Background: an optimization exercise with open tools, aiming at small area. Do not read the settings as production practice. Where RTL was checked, it was by simulation tests only, not by an equivalence proof against the original. Power and IR drop assume default switching activity.

==> module gpio_apb_regs, before the edit <==
module gpio_apb_regs (
   input  wire          PCLK,
   input  wire          aresetn,
   input  wire          psel_i,
   input  wire          penable_i,
   input  wire          pwrite_i,
   input  wire  [7:0]   paddr_i,
   input  wire  [31:0]  pwdata_i,
   input  wire  [31:0]  pin_level_i,
   input  wire  [31:0]  irq_status_i,
   output logic [31:0]  prdata_o,
   output logic [255:0] pin_cfg_o,
   output logic         irq_clr_o,
   output logic         irq_clr_n_o,
   output logic [31:0]  gpio_out_o,
   output logic [31:0]  gpio_oe_o
);
   logic [255:0] cfg_q, cfg_d;
   logic [31:0]  gpout_q, gpout_d;
   logic [31:0]  slot, sel_n;
   logic [7:0]   wdata;    
   logic         wr, is_intr, is_gpin, is_gpout, gp_sel, gp_sel_n;
   gpio_gdec i_gdec (
      .psel_i     (psel_i),
      .penable_i  (penable_i),
      .pwrite_i   (pwrite_i),
      .paddr_i    (paddr_i),
      .wr_o       (wr),
      .is_intr_o  (is_intr),
      .is_gpin_o  (is_gpin),
      .is_gpout_o (is_gpout),
      .clr_o      (irq_clr_o),
      .clr_n_o    (irq_clr_n_o),
      .gp_sel_o   (gp_sel),
      .gp_sel_n_o (gp_sel_n)
   );
   gpio_sdec i_sdec (
      .paddr_i (paddr_i),
      .wr_i    (wr),
      .slot_o  (slot),
      .sel_n_o (sel_n)
   );
   for (genvar b = 0; b < 8; b++)
   begin : g_wdata
      gpio_g_and2 i_wd (.a(pwdata_i[b]), .b(wr), .y(wdata[b]));
   end
   for (genvar i = 0; i < 32; i++)
   begin : g_pin
      for (genvar b = 0; b < 8; b++)
      begin : g_bit
         gpio_g_a22o i_cfg (
            .a1 (slot[i]),  .a2 (wdata[b]),
            .b1 (sel_n[i]), .b2 (cfg_q[8*i+b]),
            .y  (cfg_d[8*i+b])
         );
      end
      gpio_g_a22o i_gpout (
         .a1 (gp_sel),   .a2 (pwdata_i[i]),
         .b1 (gp_sel_n), .b2 (gpout_q[i]),
         .y  (gpout_d[i])
      );
      gpio_g_and2 i_out (.a(gpout_q[i]),    .b(cfg_q[8*i]), .y(gpio_out_o[i]));
      gpio_g_and2 i_oe  (.a(cfg_q[8*i+2]),  .b(cfg_q[8*i]), .y(gpio_oe_o[i]));
   end
   always_ff @(posedge PCLK or negedge aresetn)
      if (!aresetn)
      begin
         cfg_q   <= '0;
         gpout_q <= '0;
      end
      else
      begin
         cfg_q   <= cfg_d;
         gpout_q <= gpout_d;
      end
   assign pin_cfg_o = cfg_q;
   for (genvar b = 0; b < 32; b++)
   begin : g_rd
      if (b < 8)
      begin : g_lo
         logic [31:0] cfg_bit;
         for (genvar i = 0; i < 32; i++)
         begin : g_c
            assign cfg_bit[i] = cfg_q[8*i+b];
         end
         gpio_rd_lo i_rd (
            .cfg_i      (cfg_bit),
            .slot_i     (slot),
            .status_i   (irq_status_i[b]),
            .is_intr_i  (is_intr),
            .level_i    (pin_level_i[b]),
            .in_en_i    (cfg_q[8*b+1]),
            .is_gpin_i  (is_gpin),
            .gpout_i    (gpout_q[b]),
            .is_gpout_i (is_gpout),
            .prdata_o   (prdata_o[b])
         );
      end
      else
      begin : g_hi
         gpio_rd_hi i_rd (
            .status_i   (irq_status_i[b]),
            .is_intr_i  (is_intr),
            .level_i    (pin_level_i[b]),
            .in_en_i    (cfg_q[8*b+1]),
            .is_gpin_i  (is_gpin),
            .gpout_i    (gpout_q[b]),
            .is_gpout_i (is_gpout),
            .prdata_o   (prdata_o[b])
         );
      end
   end
endmodule
clock: 8.0 ns
lec_check: 0
cap_margin: 0
core_margin: 2
core_utilization: 40
slew_margin: 0
synth_hierarchical: 1
synth_minimum_keep_size: 0
standard.sh (not shown) runs the stock make flow with config.mk's settings and CLKGATE_MAP_FILE= SYNTH_SCRIPT=/design/flow/synth_recipe.tcl, a recipe that flattens the netlist after the stock synthesis.
==> flow/flow/run.sh <==
#!/bin/bash
# Standard ORFS layout, with combinational cells downsized before the
# floorplan, small port buffers and a lighter clock tree.
set -euo pipefail
W=$(pwd)
bash standard.sh \
  "PRE_FLOORPLAN_TCL=$W/flow/downsize.tcl" \
  "BUFFER_PORTS_ARGS=-buffer_cell sky130_fd_sc_hd__buf_1" \
  "CTS_ARGS=-sink_clustering_enable -repair_clock_nets -dont_use_dummy_load -buf_list {sky130_fd_sc_hd__clkbuf_4} -sink_clustering_size 10 -sink_clustering_max_diameter 60" \
  finish > standard.log 2>&1
==> flow/flow/downsize.tcl <==
# Before floorplanning: put every combinational cell in its smallest-area
# variant of the same function (synthesis picks larger drive strengths for
# an unknown load; timing repair later sizes up where the layout needs it).
set db [ord::get_db]
set block [ord::get_db_block]
set masters [dict create]
foreach lib [$db getLibs] {
  foreach m [$lib getMasters] {
    set n [$m getName]
    if {[regexp {^(sky130_fd_sc_hd__[a-z0-9]+)_([0-9]+)$} $n -> base sz]} {
      dict lappend masters $base $m
    }
  }
}
set swapped 0
foreach inst [$block getInsts] {
  set m [$inst getMaster]
  set n [$m getName]
  if {![regexp {^(sky130_fd_sc_hd__[a-z0-9]+)_([0-9]+)$} $n -> base sz]} { continue }
  # leave flip-flops, latches, clock and tie cells alone
  if {[regexp {__(df|edf|sdf|dl|clk|conb|tap|fill|decap|buf|dly)} $base]} { continue }
  set best $m
  set area [expr {[$m getWidth] * [$m getHeight]}]
  foreach c [dict get $masters $base] {
    set a [expr {[$c getWidth] * [$c getHeight]}]
    if {$a < $area} { set best $c; set area $a }
  }
  if {$best ne $m} {
    $inst swapMaster $best
    incr swapped
  }
}
puts "downsize: swapped $swapped instances to smaller variants"
The first run finished with timing, DRC and antenna clean.
Next try:
--- a/flow/design.v
+++ b/flow/design.v
@@ -152,8 +152,10 @@
    logic [31:0]  gpout_q, gpout_d;
    logic [31:0]  slot, sel_n;
    logic [7:0]   wdata;    
    logic         wr, is_intr, is_gpin, is_gpout, gp_sel, gp_sel_n;
+   logic         gpout_vld;    
+   logic         rd_gpout;
    gpio_gdec i_gdec (
       .psel_i     (psel_i),
       .penable_i  (penable_i),
       .pwrite_i   (pwrite_i),
@@ -191,22 +193,24 @@
          .a1 (gp_sel),   .a2 (pwdata_i[i]),
          .b1 (gp_sel_n), .b2 (gpout_q[i]),
          .y  (gpout_d[i])
       );
-      gpio_g_and2 i_out (.a(gpout_q[i]),    .b(cfg_q[8*i]), .y(gpio_out_o[i]));
+      gpio_g_and3 i_out (.a(gpout_q[i]), .b(cfg_q[8*i]), .c(gpout_vld), .y(gpio_out_o[i]));
       gpio_g_and2 i_oe  (.a(cfg_q[8*i+2]),  .b(cfg_q[8*i]), .y(gpio_oe_o[i]));
    end
    always_ff @(posedge PCLK or negedge aresetn)
       if (!aresetn)
-      begin
-         cfg_q   <= '0;
-         gpout_q <= '0;
-      end
+         cfg_q <= '0;
       else
-      begin
-         cfg_q   <= cfg_d;
-         gpout_q <= gpout_d;
-      end
+         cfg_q <= cfg_d;
+   always_ff @(posedge PCLK or negedge aresetn)
+      if (!aresetn)
+         gpout_vld <= 1'b0;
+      else
+         gpout_vld <= gpout_vld | gp_sel;
+   always_ff @(posedge PCLK)
+      gpout_q <= gpout_d;
+   gpio_g_and2 i_rdgp (.a(is_gpout), .b(gpout_vld), .y(rd_gpout));
    assign pin_cfg_o = cfg_q;
    for (genvar b = 0; b < 32; b++)
    begin : g_rd
       if (b < 8)
@@ -224,9 +228,9 @@
             .level_i    (pin_level_i[b]),
             .in_en_i    (cfg_q[8*b+1]),
             .is_gpin_i  (is_gpin),
             .gpout_i    (gpout_q[b]),
-            .is_gpout_i (is_gpout),
+            .is_gpout_i (rd_gpout),
             .prdata_o   (prdata_o[b])
          );
       end
       else
@@ -237,9 +241,9 @@
             .level_i    (pin_level_i[b]),
             .in_en_i    (cfg_q[8*b+1]),
             .is_gpin_i  (is_gpin),
             .gpout_i    (gpout_q[b]),
-            .is_gpout_i (is_gpout),
+            .is_gpout_i (rd_gpout),
             .prdata_o   (prdata_o[b])
          );
       end
    end
The new run passed the timing, DRC and antenna checks.
Wire length went up by a few percent.
Critical path depth increases by 1.
Synthesized cell count stays flat.
Final cell count stays flat.
Non-clock buffer count grows by 7.
Design area is lower slightly.
Sequential power barely changes.
Global-route usage goes up by 0.84 points.
Worst setup slack is worse by 180 ps.
Combinational power is about the same.
Via count increases slightly.
Clock-buffer cell count is unchanged.
Die area came out lower slightly.
No functional check of the RTL was part of the second run of this note.


gpio_top again, from the RTL that the note above started with.
// gpio_top
module gpio_top #(
   parameter int          IO_NUM = 32,
   parameter logic [31:0] IO_VAL = '0
)
(
   input  wire                PCLK,
   input  wire                aresetn,
   input  wire                psel_i,
   input  wire                penable_i,
   input  wire                pwrite_i,
   input  wire  [7:0]         paddr_i,
   input  wire  [31:0]        pwdata_i,
   input  wire  [IO_NUM-1:0]  gpio_in_i,
   output logic [31:0]        prdata_o,
   output logic               pready_o,
   output logic               pslverr_o,
   output logic [IO_NUM-1:0]  int_o,
   output logic               int_or_o,
   output logic [IO_NUM-1:0]  gpio_out_o,
   output logic [IO_NUM-1:0]  gpio_oe_o
);
==> module gpio_sdec, before the edit <==
module gpio_sdec (
   input  wire  [7:0]  paddr_i,
   input  wire         wr_i,
   output logic [31:0] slot_o,
   output logic [31:0] sel_n_o
);
   logic [7:2] an;
   logic [7:0] lo_n;    
   logic [3:0] hi_n;    
   for (genvar b = 2; b < 8; b++)
   begin : g_inv
      gpio_g_inv i_inv (.a(paddr_i[b]), .y(an[b]));
   end
   for (genvar j = 0; j < 8; j++)
   begin : g_lo
      gpio_g_nand3 i_lo (
         .a (j & 1 ? paddr_i[2] : an[2]),
         .b (j & 2 ? paddr_i[3] : an[3]),
         .c (j & 4 ? paddr_i[4] : an[4]),
         .y (lo_n[j])
      );
   end
   for (genvar k = 0; k < 4; k++)
   begin : g_hi
      gpio_g_nand3 i_hi (
         .a (an[7]),
         .b (k & 1 ? paddr_i[5] : an[5]),
         .c (k & 2 ? paddr_i[6] : an[6]),
         .y (hi_n[k])
      );
   end
   for (genvar i = 0; i < 32; i++)
   begin : g_slot
      gpio_g_nor2  i_slot (.a(lo_n[i % 8]), .b(hi_n[i / 8]), .y(slot_o[i]));
      gpio_g_nand2 i_seln (.a(slot_o[i]), .b(wr_i), .y(sel_n_o[i]));
   end
endmodule
==> module gpio_pin_irq, before the edit <==
module gpio_pin_irq (
   input  wire        clr_i,       
   input  wire        clr_n_i,
   input  wire        mask_i,      
   input  wire  [2:0] int_type_i,
   input  wire        int_en_i,
   input  wire        sync2_i,
   input  wire        level_i,
   input  wire        pos_i,
   input  wire        neg_i,
   input  wire        status_i,
   output logic       pos_d_o,
   output logic       neg_d_o,
   output logic       status_d_o,
   output logic       int_o
);
   logic keep, level_n, fall, int_en_n, t2_n;
   logic pos_n, neg_n, src_lo, none_n, edge_any, int_n;
   gpio_g_nand2 i_keep (.a(clr_i), .b(mask_i), .y(keep));    
   gpio_g_inv   i_lvn  (.a(level_i),  .y(level_n));
   gpio_g_inv   i_ien  (.a(int_en_i), .y(int_en_n));
   gpio_g_inv   i_t2n  (.a(int_type_i[2]), .y(t2_n));
   gpio_g_a22oi i_pos  (.a1(sync2_i), .a2(level_n), .b1(pos_i), .b2(keep), .y(pos_n));
   gpio_g_nor2  i_posd (.a(int_en_n), .b(pos_n), .y(pos_d_o));
   gpio_g_nor2  i_fall (.a(sync2_i), .b(level_n), .y(fall));
   gpio_g_a21oi i_neg  (.a1(neg_i), .a2(keep), .b1(fall), .y(neg_n));
   gpio_g_nor2  i_negd (.a(int_en_n), .b(neg_n), .y(neg_d_o));
   gpio_g_mux4  i_src  (
      .a0 (level_i), .a1 (level_n), .a2 (pos_i), .a3 (neg_i),
      .s0 (int_type_i[0]), .s1 (int_type_i[1]),
      .y  (src_lo)
   );
   gpio_g_nor2  i_none (.a(pos_i), .b(neg_i), .y(none_n));
   gpio_g_nor4  i_any  (.a(t2_n), .b(int_type_i[1]), .c(int_type_i[0]), .d(none_n), .y(edge_any));
   gpio_g_a21oi i_intn (.a1(src_lo), .a2(t2_n), .b1(edge_any), .y(int_n));
   gpio_g_nor2  i_int  (.a(int_en_n), .b(int_n), .y(int_o));
   gpio_g_a32o  i_st   (.a1(clr_i), .a2(keep), .a3(status_i), .b1(clr_n_i), .b2(int_o), .y(status_d_o));
endmodule
clock: 8.0 ns
lec_check: 0
cap_margin: 20
core_margin: 2
core_utilization: 40
slew_margin: 20
synth_hierarchical: 1
synth_minimum_keep_size: 0
==> flow/flow/run.sh <==
#!/bin/bash
# Standard ORFS layout, with combinational cells downsized before the
# floorplan, small port buffers and a lighter clock tree.
set -euo pipefail
W=$(pwd)
bash standard.sh \
  "PRE_FLOORPLAN_TCL=$W/flow/downsize.tcl" \
  "BUFFER_PORTS_ARGS=-buffer_cell sky130_fd_sc_hd__buf_1" \
  "CTS_ARGS=-sink_clustering_enable -repair_clock_nets -dont_use_dummy_load -buf_list {sky130_fd_sc_hd__clkbuf_8} -sink_clustering_size 15 -sink_clustering_max_diameter 100" \
  finish > standard.log 2>&1
Scripts as last shown in full above: flow/flow/downsize.tcl
Then changed:
--- a/flow/design.v
+++ b/flow/design.v
@@ -46,6 +46,7 @@
    input  wire  [7:0]  paddr_i,
    input  wire         wr_i,
    output logic [31:0] slot_o,
+   output logic [31:0] sel_o,
    output logic [31:0] sel_n_o
 );
    logic [7:2] an;
@@ -77,6 +78,7 @@
    begin : g_slot
       gpio_g_nor2  i_slot (.a(lo_n[i % 8]), .b(hi_n[i / 8]), .y(slot_o[i]));
       gpio_g_nand2 i_seln (.a(slot_o[i]), .b(wr_i), .y(sel_n_o[i]));
+      gpio_g_inv   i_sel  (.a(sel_n_o[i]), .y(sel_o[i]));
    end
 endmodule
 module gpio_rd_lo (
@@ -150,8 +152,7 @@
 );
    logic [255:0] cfg_q, cfg_d;
    logic [31:0]  gpout_q, gpout_d;
-   logic [31:0]  slot, sel_n;
-   logic [7:0]   wdata;    
+   logic [31:0]  slot, sel, sel_n;
    logic         wr, is_intr, is_gpin, is_gpout, gp_sel, gp_sel_n;
    gpio_gdec i_gdec (
       .psel_i     (psel_i),
@@ -171,18 +172,15 @@
       .paddr_i (paddr_i),
       .wr_i    (wr),
       .slot_o  (slot),
+      .sel_o   (sel),
       .sel_n_o (sel_n)
    );
-   for (genvar b = 0; b < 8; b++)
-   begin : g_wdata
-      gpio_g_and2 i_wd (.a(pwdata_i[b]), .b(wr), .y(wdata[b]));
-   end
    for (genvar i = 0; i < 32; i++)
    begin : g_pin
       for (genvar b = 0; b < 8; b++)
       begin : g_bit
          gpio_g_a22o i_cfg (
-            .a1 (slot[i]),  .a2 (wdata[b]),
+            .a1 (sel[i]),   .a2 (pwdata_i[b]),
             .b1 (sel_n[i]), .b2 (cfg_q[8*i+b]),
             .y  (cfg_d[8*i+b])
          );
@@ -263,16 +261,16 @@
    output logic       status_d_o,
    output logic       int_o
 );
-   logic keep, level_n, fall, int_en_n, t2_n;
+   logic keep, level_n, sync2_n, int_en_n, t2_n;
    logic pos_n, neg_n, src_lo, none_n, edge_any, int_n;
    gpio_g_nand2 i_keep (.a(clr_i), .b(mask_i), .y(keep));    
    gpio_g_inv   i_lvn  (.a(level_i),  .y(level_n));
+   gpio_g_inv   i_s2n  (.a(sync2_i),  .y(sync2_n));
    gpio_g_inv   i_ien  (.a(int_en_i), .y(int_en_n));
    gpio_g_inv   i_t2n  (.a(int_type_i[2]), .y(t2_n));
    gpio_g_a22oi i_pos  (.a1(sync2_i), .a2(level_n), .b1(pos_i), .b2(keep), .y(pos_n));
    gpio_g_nor2  i_posd (.a(int_en_n), .b(pos_n), .y(pos_d_o));
-   gpio_g_nor2  i_fall (.a(sync2_i), .b(level_n), .y(fall));
-   gpio_g_a21oi i_neg  (.a1(neg_i), .a2(keep), .b1(fall), .y(neg_n));
+   gpio_g_a22oi i_neg  (.a1(sync2_n), .a2(level_i), .b1(neg_i), .b2(keep), .y(neg_n));
    gpio_g_nor2  i_negd (.a(int_en_n), .b(neg_n), .y(neg_d_o));
    gpio_g_mux4  i_src  (
       .a0 (level_i), .a1 (level_n), .a2 (pos_i), .a3 (neg_i),
Worst setup slack improved by 0.26 ns.
Wire length went up by about 1.8%.
Die area went up by 0.77%.
Power went up by about 0.9%.
Utilization hardly moves.
Global-route usage went up by 0.35 points.
The RTL of the second run of this note was laid out without a check of its function.

[separate check: timing with driven ports]
No port has a modelled driver above. Below, the same layouts with a new extraction and two added sets of constraints.
Step 1, drivers: a clkbuf_16 drives PCLK and a buf_2 each remaining input, both assumed.
Step 2 moves the port delays by t, midway between the first and last clock arrival at a register: inputs arrive t later, outputs are due t later. That takes back most of the time a late clock gives input paths.
Slacks: no drivers / after step 1 / after step 2; pairs: no drivers / after step 1.
| run | shift t [ns] | setup slack, ns | hold slack, ns |
|---|---|---|---|
| the first run of note 1 | 0.867 | 1.764 / 1.741 / 1.741 | 0.301 / 0.301 / 0.301 |
| the second run of note 1 | 0.877 | 1.585 / 1.564 / 1.564 | 0.324 / 0.324 / 0.324 |
| the first run of note 2 | 0.667 | 1.745 / 1.722 / 1.722 | 0.347 / 0.347 / 0.347 |
| the second run of note 2 | 0.673 | 2.006 / 1.982 / 1.982 | 0.343 / 0.343 / 0.343 |
After both steps setup and hold are still met in every run listed. The setup slack of the second run of note 2, which loses most, moves by -0.024 ns with the drivers and by -0.024 ns with both steps.
